What follows belongs to an exercise in optimizing a design on an open flow for small area, a short achievable clock period and few clock cycles per item; a production flow would make more cautious choices.
Only simulation tests tie the RTL to the original design; equivalence was not proved.
Power figures rest on the tool's default switching activity, not on a simulated workload.

$ cat flow/run.sh
#!/bin/bash
# synth_recipe.tcl (not shown) runs the flow's synth.tcl, then flattens the netlist and writes it again
# the make line also repeats each setting of config.mk as NAME=value (left out here)
make -C /OpenROAD-flow-scripts/flow DESIGN_CONFIG=/design/flow/config.mk WORK_HOME=/design/flow/orfs CLKGATE_MAP_FILE= SYNTH_SCRIPT=/design/flow/synth_recipe.tcl finish
$ cat flow/config.mk
export PLATFORM = sky130hd
export DESIGN_NAME = wbcc_top
export DESIGN_NICKNAME = wbcc_top
export VERILOG_FILES = /design/flow/design.v
export SDC_FILE = /design/flow/constraint.sdc
export NUM_CORES = 4
export LEC_CHECK = 0
export CAP_MARGIN = 20
export CORE_MARGIN = 2
export CORE_UTILIZATION = 50
export CTS_BUF_LIST = sky130_fd_sc_hd__clkbuf_16
export CTS_CLUSTER_DIAMETER = 90
export CTS_CLUSTER_SIZE = 22
export SETUP_SLACK_MARGIN = 2.2
export SLEW_MARGIN = 20
$ cat flow/constraint.sdc
create_clock -name core_clock -period 6.5 [get_ports {clk}]
set_input_delay 1.3000 -clock core_clock [delete_from_list [all_inputs] [get_ports {clk}]]
set_output_delay 1.3000 -clock core_clock [all_outputs]
set_load 0.01 [all_outputs]
$ cat flow/design.v
`default_nettype none
package wbcc_pkg;
    localparam int SLOTS_DEF   = 16;
    localparam int ID_BITS_DEF = 32;
    localparam int MOD_DIGITS = 4;
    localparam logic [4:0] ACTIVE_RESET = 5'd16;
    localparam logic [2:0] KIND_GET         = 3'd0;
    localparam logic [2:0] KIND_CLAIM       = 3'd1;
    localparam logic [2:0] KIND_DIRTY_ID    = 3'd2;
    localparam logic [2:0] KIND_DIRTY_SLOT  = 3'd3;
    localparam logic [2:0] KIND_FLUSH_ID    = 3'd4;
    localparam logic [2:0] KIND_FLUSH_SLOT  = 3'd5;
    localparam logic [2:0] KIND_FLUSH_ALL   = 3'd6;
    localparam logic [2:0] KIND_UNUSED      = 3'd7;
    localparam logic [1:0] CMD_WRITEBACK = 2'd0;
    localparam logic [1:0] CMD_READ      = 2'd1;
    localparam logic [1:0] CMD_STATUS    = 2'd2;
    typedef struct packed {
        logic [2:0]  kind;
        logic [31:0] block_id;
        logic [3:0]  slot_index;
        logic        writeback_fails;
        logic        read_fails;
    } t_item;
    typedef struct packed {
        logic [1:0]  command;
        logic [3:0]  slot_out;
        logic [31:0] block_out;
        logic        failed;
        logic        hit;
        logic        last;
    } t_result;
    typedef enum logic [2:0] {
        ST_IDLE,
        ST_SEARCH,
        ST_WAIT,
        ST_VICTIM,
        ST_READ,
        ST_STATUS
    } t_state;
endpackage
`default_nettype wire
`default_nettype none
module wbcc_cell
#(
    parameter int ID_BITS = wbcc_pkg::ID_BITS_DEF
) (
    input  wire logic               i_clk,
    input  wire logic               i_rst_n,
    input  wire logic               i_shift,
    input  wire logic [ID_BITS-1:0] i_tag,
    input  wire logic               i_valid,
    input  wire logic               i_dirty,
    output logic      [ID_BITS-1:0] o_tag,
    output logic                    o_valid,
    output logic                    o_dirty
);
    logic [ID_BITS-1:0] r_tag;
    logic               r_valid;
    logic               r_dirty;
    always_ff @(posedge i_clk) begin
        if (!i_rst_n) begin
            r_valid <= 1'b0;
            r_dirty <= 1'b0;
        end else if (i_shift) begin
            r_valid <= i_valid;
            r_dirty <= i_dirty;
        end
    end
    always_ff @(posedge i_clk) begin
        if (i_shift) begin
            r_tag <= i_tag;
        end
    end
    assign o_tag   = r_tag;
    assign o_valid = r_valid;
    assign o_dirty = r_dirty;
endmodule
`default_nettype wire
`default_nettype none
module wbcc_eac #(
    parameter int W = 12
) (
    input  wire logic [W-1:0] i_a,
    input  wire logic [W-1:0] i_b,
    output logic      [W-1:0] o_y
);
    localparam int L = $clog2(W);
    logic [W-1:0] g [L+1];
    logic [W-1:0] p [L+1];
    logic [W-1:0] c;
    logic         co;
    assign g[0] = i_a & i_b;
    assign p[0] = i_a ^ i_b;
    for (genvar l = 0; l < L; l++) begin : g_lvl
        for (genvar i = 0; i < W; i++) begin : g_bit
            if (i >= (1 << l)) begin : g_op
                assign g[l+1][i] = g[l][i] | (p[l][i] & g[l][i-(1<<l)]);
                assign p[l+1][i] = p[l][i] & p[l][i-(1<<l)];
            end else begin : g_pass
                assign g[l+1][i] = g[l][i];
                assign p[l+1][i] = p[l][i];
            end
        end
    end
    assign co   = g[L][W-1];
    assign c[0] = co;
    for (genvar i = 1; i < W; i++) begin : g_c
        assign c[i] = g[L][i-1] | (p[L][i-1] & co);
    end
    assign o_y = p[0] ^ c;
endmodule
module wbcc_modpre (
    input  wire logic [31:0] i_x,
    output logic      [5:0]  o_u63,
    output logic      [6:0]  o_t65,
    output logic      [5:0]  o_t33
);
    logic [31:0] x;
    assign x = i_x;
    function automatic logic [5:0] rot6(input logic [5:0] v);
        rot6 = {v[4:0], v[5]};
    endfunction
    function automatic logic [5:0] nrot6(input logic [5:0] v);
        nrot6 = {v[4:0], ~v[5]};
    endfunction
    function automatic logic [4:0] nrot5(input logic [4:0] v);
        nrot5 = {v[3:0], ~v[4]};
    endfunction
    logic [5:0] g [6];
    for (genvar i = 0; i < 5; i++) begin : g_dig
        assign g[i] = x[6*i +: 6];
    end
    assign g[5] = {4'd0, x[31:30]};
    logic [5:0] h1s, h1k, h2s, h2k, h3s, h3k, h4s, h4k;
    assign h1s = g[0] ^ g[1] ^ g[2];
    assign h1k = rot6((g[0] & g[1]) | (g[0] & g[2]) | (g[1] & g[2]));
    assign h2s = g[3] ^ g[4] ^ g[5];
    assign h2k = rot6((g[3] & g[4]) | (g[3] & g[5]) | (g[4] & g[5]));
    assign h3s = h1s ^ h1k ^ h2s;
    assign h3k = rot6((h1s & h1k) | (h1s & h2s) | (h1k & h2s));
    assign h4s = h3s ^ h3k ^ h2k;
    assign h4k = rot6((h3s & h3k) | (h3s & h2k) | (h3k & h2k));
    wbcc_eac #(.W(6)) u_63 (.i_a(h4s), .i_b(h4k), .o_y(o_u63));
    logic [5:0] n1, n3, n5;
    assign n1 = ~g[1];
    assign n3 = ~g[3];
    assign n5 = ~g[5];
    logic [5:0] m1s, m1k, m2s, m2k, m3s, m3k, m4s, m4k;
    assign m1s = g[0] ^ n1 ^ g[2];
    assign m1k = nrot6((g[0] & n1) | (g[0] & g[2]) | (n1 & g[2]));
    assign m2s = n3 ^ g[4] ^ n5;
    assign m2k = nrot6((n3 & g[4]) | (n3 & n5) | (g[4] & n5));
    assign m3s = m1s ^ m1k ^ m2s;
    assign m3k = nrot6((m1s & m1k) | (m1s & m2s) | (m1k & m2s));
    assign m4s = m3s ^ m3k ^ m2k;
    assign m4k = nrot6((m3s & m3k) | (m3s & m2k) | (m3k & m2k));
    assign o_t65 = 7'(m4s) + 7'(m4k);
    logic [4:0] e [7];
    for (genvar i = 0; i < 6; i++) begin : g_fiv
        assign e[i] = (i % 2 == 1) ? ~x[5*i +: 5] : x[5*i +: 5];
    end
    assign e[6] = {3'd0, x[31:30]};
    logic [4:0] q1s, q1k, q2s, q2k, q3s, q3k, q4s, q4k, q5s, q5k;
    assign q1s = e[0] ^ e[1] ^ e[2];
    assign q1k = nrot5((e[0] & e[1]) | (e[0] & e[2]) | (e[1] & e[2]));
    assign q2s = e[3] ^ e[4] ^ e[5];
    assign q2k = nrot5((e[3] & e[4]) | (e[3] & e[5]) | (e[4] & e[5]));
    assign q3s = e[6] ^ q1s ^ q1k;
    assign q3k = nrot5((e[6] & q1s) | (e[6] & q1k) | (q1s & q1k));
    assign q4s = q2s ^ q2k ^ q3s;
    assign q4k = nrot5((q2s & q2k) | (q2s & q3s) | (q2k & q3s));
    assign q5s = q4s ^ q4k ^ q3k;
    assign q5k = nrot5((q4s & q4k) | (q4s & q3k) | (q4k & q3k));
    assign o_t33 = 6'(q5s) + 6'(q5k);
endmodule
module wbcc_modfin (
    input  wire logic [5:0]  i_u63,
    input  wire logic [6:0]  i_t65,
    input  wire logic [5:0]  i_t33,
    input  wire logic [3:0]  i_lo,
    input  wire logic [4:0]  i_n,
    output logic      [3:0]  o_rem
);
    function automatic logic [3:0] f_13(input logic [6:0] t);
        logic [6:0] k;
        k = {t};
        f_13[0] = 1'(128'h5552aa9554aaa5552aa9554aaa5552aa >> k);
        f_13[1] = 1'(128'h6663331998ccc6663331998ccc666333 >> k);
        f_13[2] = 1'(128'h87843c21e10f087843c21e10f087843c >> k);
        f_13[3] = 1'(128'hf807c03e01f00f807c03e01f00f807c0 >> k);
    endfunction
    function automatic logic [3:0] f_11(input logic [5:0] t);
        logic [5:0] k;
        k = {t};
        f_11[0] = 1'(64'haa9552aa554aa955 >> k);
        f_11[1] = 1'(64'h332664cc99933266 >> k);
        f_11[2] = 1'(64'h3c0780f01e03c078 >> k);
        f_11[3] = 1'(64'hc0380700e01c0380 >> k);
    endfunction
    function automatic logic [3:0] f_3(input logic [5:0] u);
        logic [5:0] k;
        k = {u};
        f_3[0] = 1'(64'h2492492492492492 >> k);
        f_3[1] = 1'(64'h4924924924924924 >> k);
        f_3[2] = 1'(64'h0000000000000000 >> k);
        f_3[3] = 1'(64'h0000000000000000 >> k);
    endfunction
    function automatic logic [3:0] f_5(input logic [6:0] t);
        logic [6:0] k;
        k = {t};
        f_5[0] = 1'(128'h5294a5294a5294a5294a5294a5294a52 >> k);
        f_5[1] = 1'(128'h6318c6318c6318c6318c6318c6318c63 >> k);
        f_5[2] = 1'(128'h84210842108421084210842108421084 >> k);
        f_5[3] = 1'(128'h00000000000000000000000000000000 >> k);
    endfunction
    function automatic logic [3:0] f_15(input logic [1:0] r, input logic [2:0] q);
        logic [4:0] k;
        k = {r, q};
        f_15[0] = 1'(32'h1863ce18 >> k);
        f_15[1] = 1'(32'h4ad6a54a >> k);
        f_15[2] = 1'(32'hc6319cc6 >> k);
        f_15[3] = 1'(32'h945a2994 >> k);
    endfunction
    function automatic logic [3:0] f_6(input logic [1:0] r, input logic [0:0] lo);
        logic [2:0] k;
        k = {r, lo};
        f_6[0] = 1'(8'haa >> k);
        f_6[1] = 1'(8'h92 >> k);
        f_6[2] = 1'(8'h24 >> k);
        f_6[3] = 1'(8'h00 >> k);
    endfunction
    function automatic logic [3:0] f_10(input logic [2:0] r, input logic [0:0] lo);
        logic [3:0] k;
        k = {r, lo};
        f_10[0] = 1'(16'haaaa >> k);
        f_10[1] = 1'(16'hd0b4 >> k);
        f_10[2] = 1'(16'h9926 >> k);
        f_10[3] = 1'(16'h0240 >> k);
    endfunction
    function automatic logic [3:0] f_12(input logic [1:0] r, input logic [1:0] lo);
        logic [3:0] k;
        k = {r, lo};
        f_12[0] = 1'(16'haaaa >> k);
        f_12[1] = 1'(16'hcccc >> k);
        f_12[2] = 1'(16'h4294 >> k);
        f_12[3] = 1'(16'h2942 >> k);
    endfunction
    function automatic logic [3:0] f_7(input logic [5:0] u);
        logic [5:0] k;
        k = {u};
        f_7[0] = 1'(64'h2a54a952a54a952a >> k);
        f_7[1] = 1'(64'h4c993264c993264c >> k);
        f_7[2] = 1'(64'h70e1c3870e1c3870 >> k);
        f_7[3] = 1'(64'h0000000000000000 >> k);
    endfunction
    function automatic logic [3:0] f_9(input logic [5:0] u);
        logic [5:0] k;
        k = {u};
        f_9[0] = 1'(64'h2a954aa552a954aa >> k);
        f_9[1] = 1'(64'h33198cc6633198cc >> k);
        f_9[2] = 1'(64'h3c1e0f0783c1e0f0 >> k);
        f_9[3] = 1'(64'h4020100804020100 >> k);
    endfunction
    function automatic logic [3:0] f_14(input logic [2:0] r, input logic [0:0] lo);
        logic [3:0] k;
        k = {r, lo};
        f_14[0] = 1'(16'haaaa >> k);
        f_14[1] = 1'(16'h92d2 >> k);
        f_14[2] = 1'(16'hbd02 >> k);
        f_14[3] = 1'(16'h2664 >> k);
    endfunction
    logic [5:0] u63;
    assign u63 = i_u63;
    logic [3:0] r11, r13;
    assign r13 = f_13(i_t65);
    assign r11 = f_11(i_t33);
    logic [3:0] r3, r5, r7;
    assign r3 = f_3(u63);
    assign r5 = f_5(i_t65);
    assign r7 = f_7(u63);
    always_comb begin
        case (i_n)
            5'd2:    o_rem = {3'd0, i_lo[0]};
            5'd3:    o_rem = r3;
            5'd4:    o_rem = {2'd0, i_lo[1:0]};
            5'd5:    o_rem = r5;
            5'd6:    o_rem = f_6(r3[1:0], i_lo[0]);
            5'd7:    o_rem = r7;
            5'd8:    o_rem = {1'b0, i_lo[2:0]};
            5'd9:    o_rem = f_9(u63);
            5'd10:   o_rem = f_10(r5[2:0], i_lo[0]);
            5'd11:   o_rem = r11;
            5'd12:   o_rem = f_12(r3[1:0], i_lo[1:0]);
            5'd13:   o_rem = r13;
            5'd14:   o_rem = f_14(r7[2:0], i_lo[0]);
            5'd15:   o_rem = f_15(r3[1:0], r5[2:0]);
            5'd16:   o_rem = i_lo;
            default: o_rem = 4'd0;
        endcase
    end
endmodule
module wbcc_mod (
    input  wire logic [31:0] i_dividend,
    input  wire logic [4:0]  i_divisor,
    output logic      [3:0]  o_rem
);
    logic [5:0] u63;
    logic [6:0] t65;
    logic [5:0] t33;
    wbcc_modpre u_pre (.i_x(i_dividend), .o_u63(u63), .o_t65(t65), .o_t33(t33));
    wbcc_modfin u_fin (.i_u63(u63), .i_t65(t65), .i_t33(t33),
                       .i_lo(i_dividend[3:0]), .i_n(i_divisor), .o_rem(o_rem));
endmodule
`default_nettype wire
`default_nettype none
module writeback_block_cache_controller_core
#(
    parameter int SLOTS   = wbcc_pkg::SLOTS_DEF,
    parameter int ID_BITS = wbcc_pkg::ID_BITS_DEF
) (
    input  wire logic       i_clk,
    input  wire logic       i_rst_n,
    input  wire logic       start,
    output logic            busy,
    input  wire wbcc_pkg::t_item      i_item,
    output logic            o_res_valid,
    output wbcc_pkg::t_result         o_res,
    input  wire logic       i_cfg_valid,
    output logic            o_cfg_ready,
    input  wire logic [4:0] i_cfg_data
);
    localparam int N = 16;
    logic [31:0] tag [N];
    logic [N-1:0] valid;
    logic [N-1:0] dirty;
    logic [4:0] r_active;
    logic [4:0] nact_in;
    logic [1:0]  q_cnt;
    logic        q_wp, q_rp;
    logic [2:0]  q_kind [2];
    logic [31:0] q_id   [2];
    logic [3:0]  q_slot [2];
    logic        q_wf   [2];
    logic        q_rf   [2];
    logic [4:0]  q_n    [2];
    logic [3:0]  q_vic  [2];
    logic        l_v;
    logic        l_ph;           
    logic [2:0]  l_kind;
    logic [31:0] l_id;
    logic [3:0]  l_slot;
    logic        l_wf, l_rf;
    logic [N-1:0] l_rng;         
    logic [N-1:0] l_eq;
    logic [3:0]  l_vic;
    logic [N-1:0] p_rem;
    logic        p_read;
    logic [3:0]  p_slot;
    logic        p_failed;
    logic        p_hit;
    logic        r_res_v;
    wbcc_pkg::t_result r_res;
    logic l_free, last_now;
    assign o_cfg_ready = 1'b1;
    always_comb begin
        if (r_active == 5'd0)       nact_in = 5'd1;
        else if (r_active > 5'd16)  nact_in = 5'd16;
        else                        nact_in = r_active;
    end
    always_ff @(posedge i_clk) begin
        if (!i_rst_n)         r_active <= wbcc_pkg::ACTIVE_RESET;
        else if (i_cfg_valid) r_active <= i_cfg_data;
    end
    logic         push, pop;
    logic [2:0]   m_kind;
    logic [31:0]  m_id;
    logic [3:0]   m_slot;
    logic         m_wf, m_rf;
    logic [4:0]   m_n;
    logic [3:0]   m_vic;
    logic [N-1:0] m_eq;
    logic         m_eql;
    logic [5:0]  in_u63, z_u63;
    logic [6:0]  in_t65, z_t65;
    logic [5:0]  in_t33, z_t33;
    logic [3:0]  z_lo;
    logic [4:0]  z_n;
    logic        z_new;
    logic        z_idx;
    logic [3:0]  z_vic;
    wbcc_modpre u_pre (
        .i_x   (i_item.block_id),
        .o_u63 (in_u63),
        .o_t65 (in_t65),
        .o_t33 (in_t33)
    );
    always_ff @(posedge i_clk) begin
        z_u63 <= in_u63;
        z_t65 <= in_t65;
        z_t33 <= in_t33;
        z_lo  <= i_item.block_id[3:0];
        z_n   <= nact_in;
        z_idx <= q_wp;
    end
    always_ff @(posedge i_clk) begin
        if (!i_rst_n) z_new <= 1'b0;
        else          z_new <= push;
    end
    wbcc_modfin u_fin (
        .i_u63 (z_u63),
        .i_t65 (z_t65),
        .i_t33 (z_t33),
        .i_lo  (z_lo),
        .i_n   (z_n),
        .o_rem (z_vic)
    );
    assign busy = q_cnt[1];
    assign push = start && !q_cnt[1];
    assign pop  = l_free && (q_cnt != 2'd0);
    always_ff @(posedge i_clk) begin
        if (!i_rst_n) begin
            q_cnt <= 2'd0;
            q_wp  <= 1'b0;
            q_rp  <= 1'b0;
        end else begin
            q_cnt <= q_cnt + 2'(push) - 2'(pop);
            if (push) q_wp <= !q_wp;
            if (pop)  q_rp <= !q_rp;
        end
    end
    for (genvar e = 0; e < 2; e++) begin : g_q
        always_ff @(posedge i_clk) begin
            if (z_new && (z_idx == 1'(e))) q_vic[e] <= z_vic;
        end
        always_ff @(posedge i_clk) begin
            if (push && (q_wp == 1'(e))) begin
                q_kind[e] <= i_item.kind;
                q_id[e]   <= i_item.block_id;
                q_slot[e] <= i_item.slot_index;
                q_wf[e]   <= i_item.writeback_fails;
                q_rf[e]   <= i_item.read_fails;
                q_n[e]    <= nact_in;
            end
        end
    end
    assign m_kind = q_kind[q_rp];
    assign m_id   = q_id[q_rp];
    assign m_slot = q_slot[q_rp];
    assign m_wf   = q_wf[q_rp];
    assign m_rf   = q_rf[q_rp];
    assign m_n    = q_n[q_rp];
    assign m_vic  = (z_new && (z_idx == q_rp)) ? z_vic : q_vic[q_rp];
    for (genvar i = 0; i < N; i++) begin : g_cmp
        assign m_eq[i] = (tag[i] == m_id);
    end
    assign m_eql = (l_id == m_id);
    logic [N-1:0] range_m;
    logic [N-1:0] match, first_m;
    logic         hit;
    logic [3:0]   hidx;
    logic [N-1:0] vic_oh, slot_oh;
    logic         vic_vd;
    logic         slot_h;
    logic         slot_d;
    logic         hit_d;
    logic [N-1:0] fa_mask, fa_first;
    logic [N-1:0] rem_first;
    logic [3:0]   fa_idx, rem_idx;
    function automatic logic [N-1:0] first_one(input logic [N-1:0] a);
        logic [N-1:0] o;
        o = a;
        for (int d = 1; d < N; d = d * 2) o = o | (o << d);
        first_one = a & ~(o << 1);
    endfunction
    function automatic logic [3:0] enc(input logic [N-1:0] oh);
        logic [3:0] e;
        e = 4'd0;
        for (int i = 0; i < N; i++) if (oh[i]) e = e | 4'(i);
        enc = e;
    endfunction
    for (genvar i = 0; i < N; i++) begin : g_rng
        assign vic_oh[i]  = (l_vic == 4'(i));
        assign slot_oh[i] = (l_slot == 4'(i));
    end
    assign range_m  = l_rng;
    assign match    = l_eq & valid & range_m;
    assign first_m  = first_one(match);
    assign hit      = |match;
    assign hidx     = enc(first_m);
    assign hit_d    = |(first_m & dirty);
    assign vic_vd   = |(vic_oh & valid & dirty);
    assign slot_h   = |(slot_oh & valid & range_m);
    assign slot_d   = |(slot_oh & dirty);
    assign fa_mask  = valid & dirty & range_m;
    assign fa_first = first_one(fa_mask);
    assign fa_idx   = enc(fa_first);
    assign rem_first = first_one(p_rem);
    assign rem_idx  = enc(rem_first);
    logic [N-1:0] rd_sel;
    logic [31:0]  rd_tag;
    always_comb begin
        rd_tag = '0;
        for (int i = 0; i < N; i++) rd_tag = rd_tag | ({32{rd_sel[i]}} & tag[i]);
    end
    logic [N-1:0] tag_we;
    logic [N-1:0] valid_set, dirty_set, dirty_clr;
    logic         w_v;
    logic [1:0]   w_cmd;
    logic [3:0]   w_slot;
    logic         w_use_tag;
    logic         w_failed, w_hit, w_last;
    logic [N-1:0] n_rem;
    logic         n_read;
    logic [3:0]   n_pslot;
    logic         n_pfailed, n_phit;
    always_comb begin
        tag_we    = '0;
        valid_set = '0;
        dirty_set = '0;
        dirty_clr = '0;
        rd_sel    = '0;
        w_v       = 1'b0;
        w_cmd     = wbcc_pkg::CMD_STATUS;
        w_slot    = 4'd0;
        w_use_tag = 1'b0;
        w_failed  = 1'b0;
        w_hit     = 1'b0;
        w_last    = 1'b0;
        n_rem     = p_rem;
        n_read    = p_read;
        n_pslot   = p_slot;
        n_pfailed = p_failed;
        n_phit    = p_hit;
        if (l_v && !l_ph) begin
            w_v = 1'b1;
            n_rem  = '0;
            n_read = 1'b0;
            case (l_kind)
                wbcc_pkg::KIND_GET, wbcc_pkg::KIND_CLAIM: begin
                    if (hit) begin
                        w_slot = hidx;
                        w_hit  = 1'b1;
                        w_last = 1'b1;
                    end else begin
                        rd_sel    = vic_oh;
                        n_pslot   = l_vic;
                        n_phit    = 1'b0;
                        if (l_kind == wbcc_pkg::KIND_CLAIM) begin
                            tag_we    = vic_oh;
                            valid_set = vic_oh;
                            dirty_set = vic_oh;
                            n_pfailed = 1'b0;
                            if (vic_vd) begin
                                w_cmd     = wbcc_pkg::CMD_WRITEBACK;
                                w_slot    = l_vic;
                                w_use_tag = 1'b1;
                            end else begin
                                w_slot = l_vic;
                                w_last = 1'b1;
                            end
                        end else begin
                            if (vic_vd && l_wf) begin
                                n_pfailed = 1'b1;
                            end else begin
                                n_pfailed = l_rf;
                                dirty_clr = vic_oh;
                                if (!l_rf) begin
                                    tag_we    = vic_oh;
                                    valid_set = vic_oh;
                                end
                            end
                            if (vic_vd) begin
                                w_cmd     = wbcc_pkg::CMD_WRITEBACK;
                                w_slot    = l_vic;
                                w_use_tag = 1'b1;
                                n_read    = !l_wf;
                            end else begin
                                w_cmd  = wbcc_pkg::CMD_READ;
                                w_slot = l_vic;
                            end
                        end
                    end
                end
                wbcc_pkg::KIND_DIRTY_ID: begin
                    dirty_set = first_m;
                    w_slot = hidx;
                    w_hit  = hit;
                    w_last = 1'b1;
                end
                wbcc_pkg::KIND_DIRTY_SLOT: begin
                    if (slot_h) dirty_set = slot_oh;
                    w_slot = l_slot;
                    w_hit  = slot_h;
                    w_last = 1'b1;
                end
                wbcc_pkg::KIND_FLUSH_ID: begin
                    n_pslot   = hidx;
                    n_pfailed = l_wf;
                    n_phit    = 1'b1;
                    if (hit && hit_d) begin
                        w_cmd  = wbcc_pkg::CMD_WRITEBACK;
                        w_slot = hidx;
                        if (!l_wf) dirty_clr = first_m;
                    end else begin
                        w_slot = hidx;
                        w_hit  = hit;
                        w_last = 1'b1;
                    end
                end
                wbcc_pkg::KIND_FLUSH_SLOT: begin
                    rd_sel    = slot_oh;
                    n_pslot   = l_slot;
                    n_pfailed = l_wf;
                    n_phit    = 1'b1;
                    if (slot_h && slot_d) begin
                        w_cmd     = wbcc_pkg::CMD_WRITEBACK;
                        w_slot    = l_slot;
                        w_use_tag = 1'b1;
                        if (!l_wf) dirty_clr = slot_oh;
                    end else begin
                        w_slot = l_slot;
                        w_hit  = slot_h;
                        w_last = 1'b1;
                    end
                end
                wbcc_pkg::KIND_FLUSH_ALL: begin
                    rd_sel    = fa_first;
                    n_phit    = 1'b0;
                    n_pfailed = l_wf;
                    n_pslot   = l_wf ? fa_idx : 4'd0;
                    if (|fa_mask) begin
                        w_cmd     = wbcc_pkg::CMD_WRITEBACK;
                        w_slot    = fa_idx;
                        w_use_tag = 1'b1;
                        if (!l_wf) begin
                            dirty_clr = fa_mask;
                            n_rem     = fa_mask & ~fa_first;
                        end
                    end else begin
                        w_last = 1'b1;
                    end
                end
                default: begin
                    w_last = 1'b1;
                end
            endcase
        end else if (l_v) begin
            w_v = 1'b1;
            if (|p_rem) begin
                rd_sel    = rem_first;
                n_rem     = p_rem & ~rem_first;
                w_cmd     = wbcc_pkg::CMD_WRITEBACK;
                w_slot    = rem_idx;
                w_use_tag = 1'b1;
            end else if (p_read) begin
                n_read = 1'b0;
                w_cmd  = wbcc_pkg::CMD_READ;
                w_slot = p_slot;
            end else begin
                w_slot   = p_slot;
                w_failed = p_failed;
                w_hit    = p_hit;
                w_last   = 1'b1;
            end
        end
    end
    assign last_now = w_last;
    assign l_free   = !l_v || last_now;
    always_ff @(posedge i_clk) begin
        if (!i_rst_n) begin
            l_v  <= 1'b0;
            l_ph <= 1'b0;
        end else if (l_free) begin
            l_v  <= (q_cnt != 2'd0);
            l_ph <= 1'b0;
        end else begin
            l_ph <= 1'b1;
        end
    end
    always_ff @(posedge i_clk) begin
        l_kind <= m_kind;
        l_slot <= m_slot;
        l_wf   <= m_wf;
        l_rf   <= m_rf;
        for (int i = 0; i < N; i++) l_rng[i] <= (5'(i) < m_n);
        l_vic  <= m_vic;
        for (int i = 0; i < N; i++) l_eq[i] <= tag_we[i] ? m_eql : m_eq[i];
    end
    always_ff @(posedge i_clk) begin
        if (l_free) l_id <= m_id;
    end
    always_ff @(posedge i_clk) begin
        p_rem    <= n_rem;
        p_read   <= n_read;
        p_slot   <= n_pslot;
        p_failed <= n_pfailed;
        p_hit    <= n_phit;
    end
    always_ff @(posedge i_clk) begin
        if (!i_rst_n) begin
            valid <= '0;
            dirty <= '0;
        end else begin
            valid <= valid | valid_set;
            dirty <= (dirty & ~dirty_clr) | dirty_set;
        end
    end
    for (genvar i = 0; i < N; i++) begin : g_tag
        always_ff @(posedge i_clk) begin
            if (tag_we[i]) tag[i] <= l_id;
        end
    end
    always_ff @(posedge i_clk) begin
        if (!i_rst_n) r_res_v <= 1'b0;
        else          r_res_v <= w_v;
    end
    always_ff @(posedge i_clk) begin
        r_res.command   <= w_cmd;
        r_res.slot_out  <= w_slot;
        r_res.block_out <= w_use_tag ? rd_tag : l_id;
        r_res.failed    <= w_failed;
        r_res.hit       <= w_hit;
        r_res.last      <= w_last;
    end
    assign o_res_valid = r_res_v;
    assign o_res       = r_res;
endmodule
`default_nettype wire
`default_nettype none
module wbcc_top (
    input  wire        clk,
    input  wire        rst_n,
    input  wire        start,
    output wire        busy,
    input  wire [2:0]  item_kind,
    input  wire [31:0] item_block_id,
    input  wire [3:0]  item_slot,
    input  wire        item_wb_fail,
    input  wire        item_rd_fail,
    output wire        res_valid,
    output wire [1:0]  res_command,
    output wire [3:0]  res_slot,
    output wire [31:0] res_block,
    output wire        res_failed,
    output wire        res_hit,
    output wire        res_last,
    input  wire        cfg_valid,
    output wire        cfg_ready,
    input  wire [4:0]  cfg_data
);
    wbcc_pkg::t_item   item;
    wbcc_pkg::t_result res;
    assign item.kind            = item_kind;
    assign item.block_id        = item_block_id;
    assign item.slot_index      = item_slot;
    assign item.writeback_fails = item_wb_fail;
    assign item.read_fails      = item_rd_fail;
    writeback_block_cache_controller_core u_core (
        .i_clk       (clk),
        .i_rst_n     (rst_n),
        .start       (start),
        .busy        (busy),
        .i_item      (item),
        .o_res_valid (res_valid),
        .o_res       (res),
        .i_cfg_valid (cfg_valid),
        .o_cfg_ready (cfg_ready),
        .i_cfg_data  (cfg_data)
    );
    assign res_command = res.command;
    assign res_slot    = res.slot_out;
    assign res_block   = res.block_out;
    assign res_failed  = res.failed;
    assign res_hit     = res.hit;
    assign res_last    = res.last;
endmodule
`default_nettype wire
==> summary.md, run 1 <==
| Metric | Value |
|---|---|
| Comb pwr share | `a little under half` |
| Share of layout cells above drive strength 1 | `11.6%` |
| # setup viols final | `0` |
| Final hold vios | `0` |
| Mapped Nets | `between 4000 and 5000` |
| Layout Cells excl Fill | `5213` |
| Antenna violations before repair | `13` |
| Power per Cell Area | `404 nW/um^2` |
| Final setup TNS | `0 ps` |
| Post-Syn Area per Cell | `~11 um^2` |
| Via-per-instance ratio | `6.98` |
| Die Area | `92700 um^2` |
| Fillers | `7743` |
| P_sw | `8.76 mW` |
| Slew Limit Fails | `0` |
| Overflow after GRT | `0` |
| Area Overhead vs Synth | `11.2%` |
| Startpoint Class | `flop` |
| Hold WS | `about 410 ps` |
| Overall Power | `around 20 mW` |
| Vias in the first global route | `33464` |
| Met2 WL post-DR | `79400 um` |
| Max Cap Viol | `0` |
| Max VDD drop | `335 uV` |
| Total Wirelength | `around 190000 um` |
| Finished Core Util | `55.9%` |
| Worst-path fanout max | `26` |
| Largest family of logic cells by synthesized area | `compound AO/OA/AOI/OAI gates` |
| RSZ-0062 raised after global routing | `yes` |
| Data arrival time of the critical path | `4980 ps` |
| Met1 WL | `73800 um` |
| Hold Path Class | `flop to flop` |
| Slew HR | `19.2%` |
| Clock power frac | `16.1%` |
| Yosys top cell area share | `between 40 and 50%` |
| CTS tree | `yes` |
| Core area | `roughly 90000 um^2` |
| H-tree depth | `2` |
| Metal3 WL | `28600 um` |
| Ys async rst share | `0%` |
| GRT Util Overall | `40.6%` |
| Leak | `16.7 nW` |
| Initial Util | `50.3%` |
| Seq pwr share | `between 30% and 40%` |
| Top Metal Used | `met5` |
| DRC viols | `0` |
| Maximum clock frequency | `228 MHz` |
| Reg clk slew, reported paths | `90 ps` |
| Internal cell power | `11.5 mW` |
| Detailed placement HPWL | `~140000 um` |
| First-pass GRT wire length | `~270000 um` |
| Status | `complete, no violations` |
| Crit path kind | `flop to flop` |
| Post-synthesis simple-gate area fraction | `12.7%` |
| YS warnings | `16` |
| Detailed-router iteration count before antenna repair | `9` |
| Post-Synth Adder-Cell Area | `4.63%` |
| Placed cells | `5074` |
| Latest clock arrival within the worst-skew pair | `between 600 and 700 ps` |
| Clock buffer depth | `3` |
| Buffers added on ports | `92` |
| Post-synth EDFFs | `666` |
| CTS sink cnt | `826` |
| Routability cong. | `between 1 and 1.5` |
| Remaining antenna violation count | `0` |
| Avg WL per Cell | `36.9 um` |
| Die Ht | `304 um` |
| Distinct cells, synth | `101` |
| Largest net degree at the start of global routing | `48` |
| Clock buffer count from CTS | `46` |
| Worst Path Required | `7090 ps` |
| Final period utilization | `67.5%` |
| Post-synth top area cell | `edfxtp_1` |
| Synth area leaders | `edfxtp_1, xnor2_1, dfxtp_1` |
| Sw Ratio | `43.2%` |
| Cell count after synthesis | `~3900` |
| Layout Nets | `4171` |
| Root Driver | `clkbuf_16` |
| First DRT Iteration DRCs | `7238` |
| Post-synthesis xor/xnor area fraction | `roughly 11%` |
| Post-synthesis mux area share | `2.61%` |
| Yosys reg bits | `826` |
| Synth Area in Compound Gates | `13.4%` |
| CP Capture Type | `flop` |
| I/O Pins | `94` |
| Chip width | `304 um` |
| Most used DFF post-synth | `edfxtp_1` |
| Worst slew pin tran | `1200 ps` |
| Layout Skew | `between 40 and 50 ps` |
| Rows | `110` |
| Via count | `36362` |
| Synthesized cell area | `45100 um^2` |
| Min Tclk post-route | `4390 ps` |
| Seq/Total Area, Yosys | `51.4%` |
==> worst paths after layout <==
check | start | endpoint | slack [ps] | depth (start not counted)
worst max-delay path | u_core.q_rp | u_core.l_eq[3] | 2110 | 8
worst max register to register | u_core.q_rp | u_core.l_eq[3] | 2110 | 8
worst min-delay path | u_core.q_wp | u_core.z_idx | 410 | 0
worst min register to register | u_core.q_wp | u_core.z_idx | 410 | 0
==> flip-flops by register name (all words and copies together), names as in the netlist, 16 cells and up <==
register,count
u_core.tag,512
u_core.q_id,64
u_core.r_res,41
u_core.l_id,32
u_core.dirty,16
u_core.l_eq,16
u_core.l_rng,16
u_core.valid,16
==> power groups by stage <==
stage / logic (mW) / registers, mW / clock network [mW]
2_1_floorplan: 5.62 / 7.39 / 0
4_1_cts: 8.73 / 7.77 / 3.29
5_1_grt: 9.71 / 7.90 / 3.45
3_3_place_gp: 8.58 / 7.87 / 0
6_report: 9.20 / 7.82 / 3.28
3_5_place_dp: 8.57 / 7.88 / 0
==> per-layer routing <==
metal	GRT usage, %	vias up
li1	-	15005
met1	56.5	17944
met2	57.8	2916
met3	13.4	481
met4	17.7	16
met5	0	-
==> metrics by stage <==
stage | setup WS (ps) | instance area, um^2
after floorplan | 1870 | 45200
after global placement | 950 | 48100
after detailed placement | 960 | 48100
after CTS | 2160 | 49900
after global routing | 2110 | 50200
final | 2110 | 50200
==> cell usage after synthesis, drive strengths merged, types with 68 or more instances <==
master and number:
edfxtp 666, xnor2 477, nand2 217, inv 195, dfxtp 160, nor2 154
nor4 145, buf 131, clkbuf 128, a22oi 126, nand4 118, nand3 99
o21ai 99, a21oi 96, xor2 95, a222oi 80, nor3 76, mux2i 68
==> logic make-up (layout without fill, tap and decap cells) <==
| kind of cell | Yosys count | after routing |
|---|---|---|
| other | 1 | 7 |
| flip-flops | 826 | 826 |
| AO/OA/AOI/OAI | 802 | 803 |
| adder cells (fa/ha/maj) | 128 | 128 |
| buffers and inverters | 458 | 544 |
| XOR/XNOR | 572 | 572 |
| multiplexers | 103 | 103 |
| AND/OR/NAND/NOR | 1053 | 1054 |
==> layout make-up <==
cell class	instances	area, um^2	area share, %
clock buffers	48	1200	2.39
well taps	1176	1470	2.93
diodes	6	15.0	0.0299
clock inverters	38	238	0.474
multi-input cells	2661	21100	42.0
inverters	199	756	1.51
repair buffers	259	2190	4.37
flip-flops and latches	826	23200	46.3
==> worst max-delay path: stages, from the launching register on <==
cell and delay, ps:
dfxtp_4 910, buf_4 360, mux2i_4 240, buf_4 390
xnor2_1 300, nor4_1 950, nand4_1 400, nor2_1 380
mux2_2 230
==> repair_timing <==
action                                 in CTS  in global routing
gates cloned                                2                  0
setup endpoints to repair                 320                273
pin swaps                                  27                 19
endpoints found under the hold margin       0                  0
setup buffers                              24                 20
gates resized for setup                   111                 68
hold buffers                                0                  0
==> placed cells by master (no fill, tap or decap), drive strengths merged, types with 24 or more instances in the layout <==
master	n
nand2	217
a221oi	43
o31ai	25
nor4	145
nor2b	39
a211oi	28
a222oi	80
edfxtp	666
buf	177
nor2	155
a21oi	96
xor2	95
mux2i	68
xnor2	477
nand2b	28
nand3	99
a22o	37
nand4	118
o211ai	24
nor3	76
clkdlybuf4s50	60
fa	65
o21ai	99
o21a	25
and3	49
dfxtp	160
mux2	26
inv	228
ha	63
a22oi	126
clkbuf	60
Testbench counts, summed over its fixed seeds: cycles 7,484, items 5,120.
==> run 2, diff against run 1 <==
--- a/flow/config.mk
+++ b/flow/config.mk
@@ -13,3 +13,3 @@
 export CTS_CLUSTER_SIZE = 22
-export SETUP_SLACK_MARGIN = 2.2
+export SETUP_SLACK_MARGIN = 2.8
 export SLEW_MARGIN = 20
==> summary.md, run 2 <==
| Metric | Value |
|---|---|
| Status | `complete, no violations` |
| Post-synth EDFFs | `666 (unchanged)` |
| Total Wirelength | `199000 um (+3.2%)` |
| Setup slack at placement | `968 ps (+7.58 ps)` |
| Detailed placement HPWL | `140000 um (+0.91%)` |
| Overall Power | `21.1 mW (+3.8%)` |
| Root Driver | `clkbuf_16` |
| Via count | `36996 (+1.7%)` |
| H-tree depth | `2 (unchanged)` |
| Yosys top cell area share | `44.3% (unchanged)` |
| Max stage delay on crit path | `540 ps (-410 ps)` |
| Largest regs | `u_core.tag (512), u_core.q_id (64), u_core.r_res (41)` |
| Finished Core Util | `57.6% (+1.7 points)` |
| Hold Path Class | `flop to flop` |
| Layout Nets | `4257 (+2.1%)` |
| Detailed-router iteration count before antenna repair | `9 (unchanged)` |
| Reg clk slew, reported paths | `90 ps (about the same)` |
| Post-Syn Area per Cell | `11.4 um^2 (unchanged)` |
| Min Tclk post-route | `4150 ps (-232 ps)` |
| Max VDD drop | `412 uV (+23%)` |
| Worst Path Required | `7090 ps (about the same)` |
| Ys async rst share | `0% (unchanged)` |
| Rows | `110 (unchanged)` |
| Yosys reg bits | `826 (unchanged)` |
| Most flop-heavy register | `u_core.tag` |
| Power per Cell Area | `408 nW/um^2 (+0.78%)` |
| Post-CTS Hold Fix Bufs | `0 (unchanged)` |
| Max FFs per register | `512 (unchanged)` |
| Maximum clock frequency | `241 MHz (+5.6%)` |
| Latest clock arrival within the worst-skew pair | `690 ps (about the same)` |
| Startpoint Class | `primary input` |
| Post-synth top area cell | `edfxtp_1` |
| Slowest cell on crit path | `fa_1` |
| Slew Limit Fails | `0 (unchanged)` |
| Via-per-instance ratio | `6.98 (about the same)` |
| Grt met2 use | `58.4% (+0.58 points)` |
| First-pass GRT wire length | `270000 um (+1.7%)` |
| Antenna violations before repair | `16 (+3)` |
| # setup viols final | `0 (unchanged)` |
| Met3 Use GR | `14.2% (+0.85 points)` |
| GRT Util Overall | `41.3% (+0.74 points)` |
| Routability cong. | `1.07 (-1.4%)` |
| Synth top cells by count | `edfxtp_1, xnor2_1, nand2_1, inv_1, dfxtp_1` |
| Commonest cells after routing, fill and taps aside | `edfxtp_1, xnor2_1, buf_4` |
| Buf/Inv on CP | `3 (+1)` |
| Die Area | `92700 um^2 (unchanged)` |
| Avg WL per Cell | `37.5 um (+1.5%)` |
| Leak | `17.3 nW (+3.6%)` |
| Crit path kind | `primary input to flop` |
| Met1 Use GR | `57.4% (+0.87 points)` |
| Synthesized cell area | `45100 um^2 (unchanged)` |
| CP most frequent cell | `a21o_1` |
| Final period utilization | `63.9% (-3.6 points)` |
| Chip width | `304 um (unchanged)` |
| Synth area leaders | `edfxtp_1, xnor2_1, dfxtp_1` |
| Most used DFF post-synth | `edfxtp_1` |
| Clock buffer depth | `3 (unchanged)` |
| RSZ-0062 raised after global routing | `yes` |
| Setup ws final | `2350 ps (+232 ps)` |
| Share of layout cells above drive strength 1 | `15.7% (+4.1 points)` |
| Overflow after GRT | `0 (unchanged)` |
| Layout Skew | `45.8 ps (+1.16 ps)` |
| Buffers added on ports | `92 (unchanged)` |
| Max Cap Viol | `0 (unchanged)` |
| Cell count after synthesis | `3943 (unchanged)` |
| Worst slew pin tran | `1220 ps (+14.7 ps)` |
| CP Capture Type | `flop` |
| I/O Pins | `94 (unchanged)` |
| Mapped Nets | `4121 (unchanged)` |
| Vias in the first global route | `33838 (+1.1%)` |
| CTS sink cnt | `826 (unchanged)` |
| Worst-path fanout max | `4 (-85%)` |
| Area Overhead vs Synth | `14.5%` |
| Cell with the most instances after synthesis | `edfxtp_1` |
| Critical-path cell list | `buf_8 > fa_1 > inv_2 > fa_1 > fa_1 > inv_2 > ha_4 > a21o_1 > a21o_1 > a21o_1 > a21o_1 > a21o_1 > and3_4 > o21a_1 > nor2_2 > xnor2_1` |
| First DRT Iteration DRCs | `7120 (-1.6%)` |
| Distinct cells, synth | `101 (unchanged)` |
| Initial Util | `50.3% (unchanged)` |
| Seq/Total Area, Yosys | `51.4% (unchanged)` |
| Remaining antenna violation count | `0 (unchanged)` |
| Die Ht | `304 um (unchanged)` |
| Clock buffer count from CTS | `46 (unchanged)` |
| YS warnings | `16 (unchanged)` |
| Largest net degree at the start of global routing | `50 (+4.2%)` |
| Gr busiest metal | `met2` |
| Most common cell after layout, fill and taps aside | `edfxtp_1` |
| Kind of cell adding the most delay to the critical path | `adder cells` |
| Final hold vios | `0 (unchanged)` |
| Core area | `89700 um^2 (unchanged)` |
| Data arrival time of the critical path | `4740 ps (-240 ps)` |
| Slew HR | `18.0% (-1.1 points)` |
| DRC viols | `0 (unchanged)` |
| Final setup TNS | `0 ps (unchanged)` |
| CTS tree | `yes` |
-- run 2: kinds of logic (layout without fill, tap and decap cells) --
| kind of cell | after synthesis | in the layout | synth area share, % |
|---|---|---|---|
| simple gates | 1053 | 1054 | 12.7 |
| buf+inv | 458 | 630 | 4.17 |
| compound gates | 802 | 803 | 13.4 |
| mux | 103 | 103 | 2.61 |
| xor+xnor | 572 | 572 | 11.1 |
| flops | 826 | 826 | 51.4 |
| other cells | 1 | 8 | 0.00831 |
| fa+ha+maj | 128 | 128 | 4.63 |
-- run 2: power by group --
part / internal (mW) / switching, mW
Clock: 1.42 / 1.88
Combinational: 3.79 / 6.16
Sequential: 6.79 / 1.04
Total: 12.0 / 9.08
-- run 2: final cells by class --
cell class	count	area [um^2]
clock inverter	38	248
sequential	826	23300
clock buffer	48	1200
tap	1176	1470
timing repair buffer	345	3100
multi-input combinational	2661	21600
antenna	7	17.5
fill	7566	38000
inverter	199	785
-- run 2: worst reg2reg max path, stage by stage (launching register included) --
cell and delay [ps]:
dfxtp_1 330, buf_12 160, clkinvlp_4 150, ha_4 220, nor2_1 110, a211oi_2 260, a21oi_2 90, a2111oi_4 480
nor2_4 70, inv_1 150, ha_1 290, o2111ai_1 140, o2111ai_1 130, or4_1 590, or3_1 410
-- run 2: routing by layer --
layer	share of wire (%)	vias up	routed length (um)
li1	-	15173	-
met1	38	18380	75800
met2	41	2924	81500
met3	15	501	29500
met4	5.9	18	11700
met5	0.061	-	121
-- run 2: path summary, 6_finish.rpt --
kind                     start                 end  slack [ps]  cells past startpoint
min                u_core.q_wp        u_core.z_idx         420                      0
max          item_block_id[25]     u_core.z_u63[3]        2350                     16
max reg2reg    u_core.z_t65[1]  u_core.q_vic[0][2]        2650                     14
min reg2reg        u_core.q_wp        u_core.z_idx         420                      0
-- run 2: through the flow --
| step | cells | hold slack [ps] | area, um^2 |
|---|---|---|---|
| 3_5_place_dp | 5068 | 398 | 48100 |
| 6_report | 5300 | 417 | 51700 |
| 3_3_place_gp | 5067 | 400 | 48100 |
| 4_1_cts | 5227 | 415 | 50700 |
| 5_1_grt | 5293 | 423 | 51700 |
| 2_1_floorplan | 3943 | 366 | 45300 |
-- run 2: timing repair --
action | 4_1_cts | 5_1_grt
pin swaps | 51 | 56
cloned | 1 | 1
buffers inserted | 72 | 65
resized for setup | 244 | 126
setup endpoints to repair | 656 | 75
==> run 3, diff against run 2 <==
--- a/flow/config.mk
+++ b/flow/config.mk
@@ -13,3 +13,4 @@
 export CTS_CLUSTER_SIZE = 22
-export SETUP_SLACK_MARGIN = 2.8
+export PLACE_DENSITY = 0.7
+export SETUP_SLACK_MARGIN = 2.5
 export SLEW_MARGIN = 20
==> summary.md, run 3 <==
| Metric | Value |
|---|---|
| Status | `complete, no violations` |
| Clock buffer count from CTS | `48 (+4.3%)` |
| DRC viols | `0 (unchanged)` |
| Layout Nets | `4241 (-0.38%)` |
| Slew Limit Fails | `0 (unchanged)` |
| Final period utilization | `65.4% (+1.5 points)` |
| Post-Synth Adder-Cell Area | `4.63% (unchanged)` |
| Crit Reg-Reg Endpoint | `u_core.r_res[12]` |
| Overflow after GRT | `0 (unchanged)` |
| Detailed-router iteration count before antenna repair | `10 (+1)` |
| Ys async rst share | `0% (unchanged)` |
| Via-per-instance ratio | `7.01 (+0.45%)` |
| Post-synthesis mux area share | `2.61% (unchanged)` |
| Max VDD drop | `271 uV (-34%)` |
| Most used DFF post-synth | `edfxtp_1` |
| Final hold vios | `0 (unchanged)` |
| CP most frequent cell | `a21o_1` |
| Buf/Inv on CP | `3 (unchanged)` |
| Cell with the most instances after synthesis | `edfxtp_1` |
| Clock buffer depth | `3 (unchanged)` |
| Latest clock arrival within the worst-skew pair | `700 ps (about the same)` |
| YS warnings | `16 (unchanged)` |
| First DRT Iteration DRCs | `7456 (+4.7%)` |
| Worst slew pin tran | `1330 ps (+114 ps)` |
| Max stage delay on crit path | `550 ps (about the same)` |
| Share of layout cells above drive strength 1 | `14.5% (-1.2 points)` |
| Yosys reg bits | `826 (unchanged)` |
| Layout Cells excl Fill | `5284 (-0.30%)` |
| Mapped Nets | `4121 (unchanged)` |
| Leak | `17.1 nW (-1.0%)` |
| Post-synth top area cell | `edfxtp_1` |
| Max FFs per register | `512 (unchanged)` |
| Maximum clock frequency | `235 MHz (-2.2%)` |
| Buffers added on ports | `92 (unchanged)` |
| Die Ht | `304 um (unchanged)` |
| Hold Path Class | `flop to flop` |
| I/O Pins | `94 (unchanged)` |
| Final setup TNS | `0 ps (unchanged)` |
| GRT Util Overall | `40.7% (-0.60 points)` |
| Core area | `89700 um^2 (unchanged)` |
| Commonest cells after routing, fill and taps aside | `edfxtp_1, xnor2_1, nand2_1` |
| Die Area | `92700 um^2 (unchanged)` |
| Synth Area in Compound Gates | `13.4% (unchanged)` |
| Finished Core Util | `57.1% (-0.56 points)` |
| CTS sink cnt | `826 (unchanged)` |
| Largest regs | `u_core.tag (512), u_core.q_id (64), u_core.r_res (41)` |
| Slew HR | `10.3% (-7.7 points)` |
| Synthesized cell area | `45100 um^2 (unchanged)` |
| Critical-path cell list | `buf_4 > fa_1 > inv_2 > fa_1 > fa_1 > inv_2 > ha_4 > a21o_1 > a21o_1 > a21o_1 > a21o_1 > a21o_1 > and3_4 > o21a_1 > nor2_2 > xnor2_1` |
| Initial Util | `50.3% (unchanged)` |
| Rows | `110 (unchanged)` |
| Slowest cell on crit path | `fa_1` |
| Seq/Total Area, Yosys | `51.4% (unchanged)` |
| Distinct cells, synth | `101 (unchanged)` |
| Detailed placement HPWL | `139000 um (-1.2%)` |
| Post-Syn Area per Cell | `11.4 um^2 (unchanged)` |
| Chip width | `304 um (unchanged)` |
| Kind of cell adding the most delay to the critical path | `adder cells` |
| Via count | `37050 (+0.15%)` |
| Layout Skew | `61.6 ps (+15.7 ps)` |
| Max Cap Viol | `0 (unchanged)` |
| Min-Delay Endpoint | `u_core.z_idx` |
| CTS tree | `yes` |
| Cell count after synthesis | `3943 (unchanged)` |
| Avg WL per Cell | `36.8 um (-1.9%)` |
| R2r setup slk | `2380 ps (-270 ps)` |
| Reg clk slew, reported paths | `90 ps (about the same)` |
| Remaining antenna violation count | `0 (unchanged)` |
| Yosys top cell area share | `44.3% (unchanged)` |
| # setup viols final | `0 (unchanged)` |
| Worst Path Required | `7060 ps (-30 ps)` |
| Worst-path fanout max | `5 (+1)` |
| Hold_sp | `u_core.q_wp` |
| Antenna violations before repair | `12 (-4)` |
| Post-synthesis xor/xnor area fraction | `11.1% (unchanged)` |
| Power per Cell Area | `407 nW/um^2 (about the same)` |
| Data arrival time of the critical path | `4810 ps (+70 ps)` |
| Startpoint Class | `primary input` |
| Worst hold path depth | `0 (unchanged)` |
| Area Overhead vs Synth | `13.4%` |
| Placed cells | `5076 (+0.16%)` |
| H-tree depth | `2 (unchanged)` |
| Most common cell after layout, fill and taps aside | `edfxtp_1` |
| RSZ-0062 raised after global routing | `yes` |
| Post-synthesis simple-gate area fraction | `12.7% (unchanged)` |
| CP Capture Type | `flop` |
| Largest net degree at the start of global routing | `47 (-6.0%)` |
| Min Tclk post-route | `4250 ps (+94.6 ps)` |
| First-pass GRT wire length | `267000 um (-1.2%)` |
| Register-to-Register Path Depth | `11 (-3)` |
| Synth top cells by count | `edfxtp_1, xnor2_1, nand2_1, inv_1, dfxtp_1` |
| Crit path kind | `primary input to flop` |
| Routability cong. | `1.11 (+3.4%)` |
| Synth area leaders | `edfxtp_1, xnor2_1, dfxtp_1` |
| Root Driver | `clkbuf_16` |
| FF-to-FF Start | `u_core.dirty[1]` |
| Largest family of logic cells by synthesized area | `compound AO/OA/AOI/OAI gates` |
| Post-synth EDFFs | `666 (unchanged)` |
| Vias in the first global route | `33733 (-0.31%)` |
| Most flop-heavy register | `u_core.tag` |
| Total Wirelength | `194000 um (-2.2%)` |
[run 3: changes by cell type in the layout (fill, tap and decap cells not counted), moves of 5 or more]
cell     delta
buf_6      -11
or4b_2      +5
buf_4       -6
or4b_4      -5
inv_1       +6
dfxtp_4     -5
dfxtp_1     +6
nor4_1     +10
nor4_2      -5
buf_8       -5
nor4_4      -5
[run 3: metrics by stage]
step	hold slack [ps]	setup slack (ps)	cell area [um^2]	power (mW)
after global routing	425	2200	51200	21.5
final	413	2250	51200	20.9
after CTS	415	2280	50400	20.1
after global placement	398	983	48100	16.4
after detailed placement	397	957	48100	16.4
after floorplan	366	1870	45200	13.0
[run 3: cell families after synthesis]
family | after synthesis
AOI/OAI and AO/OA | 802
xor gates and xnor gates | 572
adders and majority gates | 128
buffers and inverters | 458
DFF | 826
muxes | 103
other | 1
and+or+nand+nor | 1053
[run 3: routing by layer]
metal | part of all wire [%] | track usage, %
met1 | 37 | 55.4
met3 | 16 | 15.9
met4 | 6.0 | 18.5
met5 | 0.054 | 0
met2 | 41 | 57.2
[run 3: worst max path at each step]
stage                       to              start  slack (ps)  depth (start not counted)
2_1_floorplan  u_core.z_u63[3]   item_block_id[1]        1870                         15
3_3_place_gp   u_core.z_u63[3]   item_block_id[0]         980                         16
3_5_place_dp   u_core.z_u63[3]   item_block_id[0]         960                         16
4_1_cts        u_core.z_u63[3]   item_block_id[7]        2280                         17
5_1_grt        u_core.z_u63[3]   item_block_id[7]        2200                         17
6_report       u_core.z_u63[3]  item_block_id[25]        2250                         16
[run 3: where the power goes]
group / internal (mW) / switching [mW]
Clock: 1.45 / 1.94
Sequential: 6.78 / 1.07
Combinational: 3.64 / 5.97
Total: 11.9 / 8.99
[run 3: final cells by class]
class | instances | area, um^2
antenna | 7 | 17.5
clock buffer | 50 | 1250
clock inverter | 38 | 282
fill | 7509 | 38500
inverter | 199 | 771
multi-input combinational | 2661 | 21300
sequential | 826 | 23200
tap | 1176 | 1470
timing repair buffer | 327 | 2860
[run 3: timing repair]
item	CTS	global route
buffers inserted	50	61
pin swaps	56	39
hold buffers	0	0
endpoints found under the setup margin	423	71
cloned	2	0
hold endpoints to repair	0	0
resized for setup	192	64
==> run 4, diff against run 3 <==
--- a/flow/config.mk
+++ b/flow/config.mk
@@ -13,3 +13,2 @@
 export CTS_CLUSTER_SIZE = 22
-export PLACE_DENSITY = 0.7
 export SETUP_SLACK_MARGIN = 2.5
==> summary.md, run 4 <==
| Metric | Value |
|---|---|
| Post-synth EDFFs | `666 (unchanged)` |
| Ys async rst share | `0% (unchanged)` |
| Status | `complete, no violations` |
| Cell with the most instances after synthesis | `edfxtp_1` |
| Slew HR | `24.9% (+15 points)` |
| Cell count after synthesis | `3943 (unchanged)` |
| # setup viols final | `0 (unchanged)` |
| Fillers | `7684 (+2.3%)` |
| Avg WL per Cell | `37.2 um (+1.1%)` |
| Post-Syn Area per Cell | `11.4 um^2 (unchanged)` |
| Total Wirelength | `194000 um (-0.27%)` |
| Share of layout cells above drive strength 1 | `12.5% (-2.0 points)` |
| Buf/Inv on CP | `3 (unchanged)` |
| YS warnings | `16 (unchanged)` |
| I/O Pins | `94 (unchanged)` |
| Largest regs | `u_core.tag (512), u_core.q_id (64), u_core.r_res (41)` |
| First DRT Iteration DRCs | `6774 (-9.1%)` |
| H-tree depth | `2 (unchanged)` |
| Crit path kind | `primary input to flop` |
| Detailed-router iteration count before antenna repair | `10 (unchanged)` |
| Via-per-instance ratio | `6.96 (-0.72%)` |
| Critical-path cell list | `buf_12 > fa_1 > inv_2 > fa_1 > fa_1 > inv_2 > ha_4 > a21o_1 > a21o_1 > a21o_1 > a21o_1 > a21o_1 > and3_4 > o21a_1 > nor2_2 > xnor2_1` |
| Yosys top cell area share | `44.3% (unchanged)` |
| Remaining antenna violation count | `0 (unchanged)` |
| Max FFs per register | `512 (unchanged)` |
| Detailed placement HPWL | `138000 um (-0.23%)` |
| GRT Util Overall | `40.7% (about the same)` |
| DRC viols | `0 (unchanged)` |
| Final period utilization | `64.7% (-0.62 points)` |
| Post-CTS Hold Fix Bufs | `0 (unchanged)` |
| Distinct cells, synth | `101 (unchanged)` |
| CTS sink cnt | `826 (unchanged)` |
| Maximum clock frequency | `238 MHz (+0.95%)` |
| Mapped Nets | `4121 (unchanged)` |
| Hold_sp | `u_core.q_wp` |
| RSZ-0062 raised after global routing | `yes` |
| Via count | `36303 (-2.0%)` |
| CP most frequent cell | `a21o_1` |
| Min Tclk post-route | `4210 ps (-40.0 ps)` |
| Data arrival time of the critical path | `4770 ps (-40 ps)` |
| Power per Cell Area | `404 nW/um^2 (-0.71%)` |
| Overflow after GRT | `0 (unchanged)` |
| Latest clock arrival within the worst-skew pair | `670 ps (-30 ps)` |
| Most flop-heavy register | `u_core.tag` |
| Clock buffer depth | `3 (unchanged)` |
| Rows | `110 (unchanged)` |
| Placed cells | `5072 (-0.079%)` |
| Final setup TNS | `0 ps (unchanged)` |
| Max Cap Viol | `0 (unchanged)` |
| Chip width | `304 um (unchanged)` |
| Routability cong. | `1.09 (-1.3%)` |
| Area Overhead vs Synth | `11.6%` |
| CP Capture Type | `flop` |
| Vias in the first global route | `33504 (-0.68%)` |
| Kind of cell adding the most delay to the critical path | `adder cells` |
| Layout Nets | `4174 (-1.6%)` |
| Root Driver | `clkbuf_16` |
| Slew Limit Fails | `0 (unchanged)` |
| Die Area | `92700 um^2 (unchanged)` |
| Worst slew pin tran | `1120 ps (-214 ps)` |
| Max VDD drop | `337 uV (+24%)` |
| Clock buffer count from CTS | `45 (-6.3%)` |
| Most used DFF post-synth | `edfxtp_1` |
| Antenna violations before repair | `16 (+4)` |
| Startpoint Class | `primary input` |
| Worst Path Required | `7060 ps (about the same)` |
| Post-synth top area cell | `edfxtp_1` |
| First-pass GRT wire length | `266000 um (-0.20%)` |
| Layout Cells excl Fill | `5215 (-1.3%)` |
| Seq/Total Area, Yosys | `51.4% (unchanged)` |
| Yosys reg bits | `826 (unchanged)` |
| Hold Path Class | `flop to flop` |
| Buffers added on ports | `92 (unchanged)` |
| Worst-path fanout max | `5 (unchanged)` |
| Slowest cell on crit path | `fa_1` |
| Most common cell after layout, fill and taps aside | `edfxtp_1` |
| Worst setup path start | `item_block_id[31]` |
| Leak | `16.7 nW (-2.5%)` |
| Final hold vios | `0 (unchanged)` |
| Initial Util | `50.3% (unchanged)` |
| Commonest cells after routing, fill and taps aside | `edfxtp_1, xnor2_1, nand2_1` |
| Synth top cells by count | `edfxtp_1, xnor2_1, nand2_1, inv_1, dfxtp_1` |
| CTS tree | `yes` |
| Die Ht | `304 um (unchanged)` |
| Layout Skew | `45.6 ps (-16.0 ps)` |
| Core area | `89700 um^2 (unchanged)` |
| Largest net degree at the start of global routing | `47 (unchanged)` |
| FF-to-FF Start | `u_core.q_rp` |
| Synth area leaders | `edfxtp_1, xnor2_1, dfxtp_1` |
| Reg clk slew, reported paths | `90 ps (about the same)` |
| Max stage delay on crit path | `540 ps (about the same)` |
| Synthesized cell area | `45100 um^2 (unchanged)` |
run 4: cell types whose count changed in the layout (fill, tap and decap cells not counted), moves of 4 or more:
cell | before | now
buf_4 | 214 | 154
buf_12 | 16 | 7
nor4_2 | 13 | 6
buf_6 | 12 | 18
nor4_1 | 130 | 136
dfxtp_2 | 7 | 12
clkbuf_16 | 50 | 46
run 4: final cells by class:
| cell class | instances | area [um^2] | share of cell area [%] |
|---|---|---|---|
| Inverter | 199 | 763 | 1.51 |
| Clock buffer | 46 | 1150 | 2.28 |
| Antenna cell | 7 | 17.5 | 0.0348 |
| Clock inverter | 37 | 205 | 0.407 |
| Tap cell | 1176 | 1470 | 2.92 |
| Sequential cell | 826 | 23200 | 46.1 |
| Multi-Input combinational cell | 2661 | 21200 | 42.2 |
| Timing Repair Buffer | 263 | 2310 | 4.59 |
run 4: report_power, final:
part	internal, mW	switching, mW
Sequential	6.78	1.06
Combinational	3.46	5.92
Clock	1.32	1.84
run 4: logic make-up after synthesis:
group	Yosys count	share of synthesized area [%]
other	1	0.00831
DFF	826	51.4
and+or+nand+nor	1053	12.7
buffers and inverters	458	4.17
adders and majority gates	128	4.63
xor gates and xnor gates	572	11.1
AOI/OAI and AO/OA	802	13.4
muxes	103	2.61
run 4: worst register-to-register path: stages (launching register included):
cell and delay, ps:
dfxtp_4 360, buf_12 290, mux2i_4 980, buf_4 360, xnor2_1 160, nor4_1 820, nand4_1 360, o31ai_1 670
run 4: repair_timing:
item,in CTS,in global routing
gates cloned,2,0
setup endpoints to repair,253,137
resized for setup,182,55
buffers inserted,37,13
pin swaps,48,22
run 4: final timing paths:
kind | endpoint | cells after the start | slack (ps)
setup / recovery | u_core.z_u63[3] | 16 | 2290
hold / removal | u_core.z_idx | 0 | 410
setup reg to reg | u_core.l_eq[8] | 7 | 2340
hold reg to reg | u_core.z_idx | 0 | 410
run 4: per-layer routing:
layer	up-vias	GRT usage [%]	part of all wire, %
met5	-	0	0.078
met4	24	19.2	5.8
met3	550	14.6	15
met2	2833	57.5	41
met1	17883	55.8	38
li1	15013	-	-
run 4: through the flow:
step / util, % / worst slack [ps] / area [um^2] / total power [mW] / hold WS (ps)
2_1_floorplan: - / 1870 / 45200 / 13.0 / 366
3_3_place_gp: 53.6 / 1040 / 48100 / 16.5 / 399
3_5_place_dp: 53.6 / 999 / 48100 / 16.5 / 395
4_1_cts: 55.7 / 2270 / 50000 / 19.8 / 411
5_1_grt: 56.1 / 2180 / 50400 / 21.1 / 429
6_report: 56.2 / 2290 / 50400 / 20.4 / 411
==> run 5, diff against run 4 <==
--- a/flow/config.mk
+++ b/flow/config.mk
@@ -9,3 +9,3 @@
 export CORE_MARGIN = 2
-export CORE_UTILIZATION = 50
+export CORE_UTILIZATION = 58
 export CTS_BUF_LIST = sky130_fd_sc_hd__clkbuf_16
==> summary.md, run 5 <==
| Metric | Value |
|---|---|
| RSZ-0062 raised after global routing | `yes` |
| Area Overhead vs Synth | `12.1%` |
| Initial Util | `58.5% (+8.2 points)` |
| Status | `complete, no violations` |
| Cell with the most instances after synthesis | `edfxtp_1` |
| Most common cell after layout, fill and taps aside | `edfxtp_1` |
| Die Ht | `283 um (-7.1%)` |
| Overflow after GRT | `0 (unchanged)` |
| Most used DFF post-synth | `edfxtp_1` |
| Final setup TNS | `0 ps (unchanged)` |
| Ys async rst share | `0% (unchanged)` |
| DRC viols | `0 (unchanged)` |
| Critical-path cell list | `buf_6 > inv_1 > fa_2 > fa_1 > fa_2 > inv_2 > ha_4 > a21o_1 > a21o_1 > a21o_1 > a21o_1 > and3_4 > o21a_1 > nor2_1 > xnor2_1` |
| CTS tree | `yes` |
| CTS sink cnt | `826 (unchanged)` |
| Hold Path Class | `flop to flop` |
| Post-synth EDFFs | `666 (unchanged)` |
| Post-Syn Area per Cell | `11.4 um^2 (unchanged)` |
| Hold_sp | `u_core.q_wp` |
| Synth top cells by count | `edfxtp_1, xnor2_1, nand2_1, inv_1, dfxtp_1` |
| Chip width | `283 um (-7.1%)` |
| Via count | `38472 (+6.0%)` |
| Worst hold path depth | `0 (unchanged)` |
| Finished Core Util | `65.5% (+9.4 points)` |
| Slowest cell on crit path | `fa_2` |
| Buffers added on ports | `92 (unchanged)` |
| Latest clock arrival within the worst-skew pair | `680 ps (about the same)` |
| Synthesized cell area | `45100 um^2 (unchanged)` |
| Largest net degree at the start of global routing | `48 (+2.1%)` |
| Via-per-instance ratio | `7.50 (+7.8%)` |
| Register-to-Register Path Depth | `7 (unchanged)` |
| Kind of cell adding the most delay to the critical path | `adder cells` |
| Power per Cell Area | `415 nW/um^2 (+2.6%)` |
| R2r setup slk | `2340 ps (about the same)` |
| Maximum clock frequency | `233 MHz (-1.8%)` |
| YS warnings | `16 (unchanged)` |
| Final hold vios | `0 (unchanged)` |
| Core area | `77200 um^2 (-14%)` |
| Largest regs | `u_core.tag (512), u_core.q_id (64), u_core.r_res (41)` |
| Min-Delay Endpoint | `u_core.z_idx` |
| Final period utilization | `65.9% (+1.2 points)` |
| Fillers | `5736 (-25%)` |
| H-tree depth | `2 (unchanged)` |
| FF-to-FF Start | `u_core.q_rp` |
| Worst-path fanout max | `5 (unchanged)` |
| Max Cap Viol | `0 (unchanged)` |
| Min Tclk post-route | `4290 ps (+77.3 ps)` |
| Placed cells | `4944 (-2.5%)` |
| Root Driver | `clkbuf_16` |
| Most flop-heavy register | `u_core.tag` |
| CP Capture Type | `flop` |
| # setup viols final | `0 (unchanged)` |
| Crit path kind | `primary input to flop` |
| Detailed-router iteration count before antenna repair | `11 (+1)` |
| DP Area | `47900 um^2 (-0.34%)` |
| Max FFs per register | `512 (unchanged)` |
| Vias in the first global route | `35715 (+6.6%)` |
| First DRT Iteration DRCs | `8629 (+27%)` |
| Yosys reg bits | `826 (unchanged)` |
| Startpoint Class | `primary input` |
| Routability cong. | `1.14 (+4.3%)` |
| Antenna violations before repair | `18 (+2)` |
| Slew HR | `16.1% (-8.8 points)` |
| Buf/Inv on CP | `3 (unchanged)` |
| Detailed placement HPWL | `137000 um (-0.80%)` |
| Slew Limit Fails | `0 (unchanged)` |
| Clock buffer count from CTS | `46 (+2.2%)` |
| Crit Reg-Reg Endpoint | `u_core.l_eq[13]` |
| Cell count after synthesis | `3943 (unchanged)` |
| Avg WL per Cell | `38.0 um (+2.2%)` |
| GRT Util Overall | `47.1% (+6.3 points)` |
run 5: kinds of logic (layout without fill, tap and decap cells):
family / count (synthesis) / in the layout / synth area share (%)
AOI/OAI and AO/OA: 802 / 802 / 13.4
muxes: 103 / 103 / 2.61
and+or+nand+nor: 1053 / 1053 / 12.7
xor gates and xnor gates: 572 / 572 / 11.1
DFF: 826 / 826 / 51.4
buffers and inverters: 458 / 588 / 4.17
other: 1 / 15 / 0.00831
adders and majority gates: 128 / 128 / 4.63
run 5: final cells by class:
type | count | area (um^2) | area share (%)
clock inverters | 39 | 262 | 0.517
clock buffers | 46 | 1150 | 2.28
repair buffers | 304 | 2580 | 5.11
inverters | 199 | 783 | 1.55
multi-input cells | 2659 | 21200 | 42.0
diodes | 14 | 35.0 | 0.0693
flip-flops and latches | 826 | 23200 | 46.0
well taps | 1040 | 1300 | 2.57
run 5: worst max path at each step:
stage	slack [ps]	to	from
after floorplan	1870	u_core.z_u63[3]	item_block_id[1]
after global placement	950	u_core.z_u63[3]	item_block_id[7]
after detailed placement	910	u_core.z_u63[3]	item_block_id[7]
after CTS	2240	u_core.z_u63[3]	item_block_id[1]
after global routing	2160	u_core.z_u63[3]	item_block_id[8]
final	2210	u_core.z_u63[3]	item_block_id[8]
run 5: repair_timing:
item                                    in CTS  in global routing
hold buffers                                 0                  0
cloned                                       0                  0
setup buffers                               44                 37
endpoints found under the setup margin     442                 57
resized for setup                          199                 79
pin swaps                                   40                 40
run 5: per-layer routing:
| layer | share of wire [%] | GRT usage (%) | up-vias | routed length [um] |
|---|---|---|---|---|
| li1 | - | - | 15091 | - |
| met1 | 34 | 59.6 | 18573 | 66000 |
| met2 | 40 | 66.2 | 3908 | 78600 |
| met3 | 18 | 21.9 | 878 | 34500 |
| met4 | 7.9 | 26.4 | 22 | 15300 |
| met5 | 0.14 | 1.25 | - | 267 |
run 5: report_power, final:
part / internal [mW] / total, mW / switching, mW / leakage [nW]
Combinational: 3.65 / 9.88 / 6.23 / 8.75
Clock: 1.37 / 3.24 / 1.87 / 0.799
Sequential: 6.78 / 7.86 / 1.08 / 7.40
run 5: per-stage QoR:
| stage | setup slack, ps | total power [mW] |
|---|---|---|
| after global routing | 2160 | 21.5 |
| after detailed placement | 913 | 16.6 |
| final | 2210 | 21.0 |
| after floorplan | 1870 | 13.0 |
| after global placement | 951 | 16.3 |
| after CTS | 2240 | 20.0 |

[afterwards: timing with drivers on the ports]
How much do the figures lean on ideal ports? The routed layouts below were timed once more, with nothing changed but the port constraints. Step 1 sets driving cells, clkbuf_16 on the clock port and buf_2 on the other inputs (assumed; they add their load-dependent delay and slew). Step 2, shift: input delay + t, output delay - t, t = (earliest + latest rising clock arrival at the registers) / 2. This alone moves slack from input paths to output paths. Three values: ideal ports, drivers, drivers and shift; two values: the first two.
run | t (ns) | setup slack, ns | worst setup path at the end | pins driven straight from the clock port
run 1 | 0.726 | 2.114 / 2.114 / 1.606 | input to register | 1
run 2 | 0.736 | 2.346 / 2.376 / 1.640 | input to register | 1
run 3 | 0.730 | 2.252 / 2.288 / 1.558 | input to register | 1
run 4 | 0.722 | 2.292 / 2.321 / 1.600 | input to register | 1
run 5 | 0.719 | 2.214 / 2.253 / 1.534 | input to register | 1
After both steps setup and hold are still met in every run listed. For run 2, which loses most, drivers alone change the setup slack by +0.030 ns; drivers and shift together by -0.706 ns.
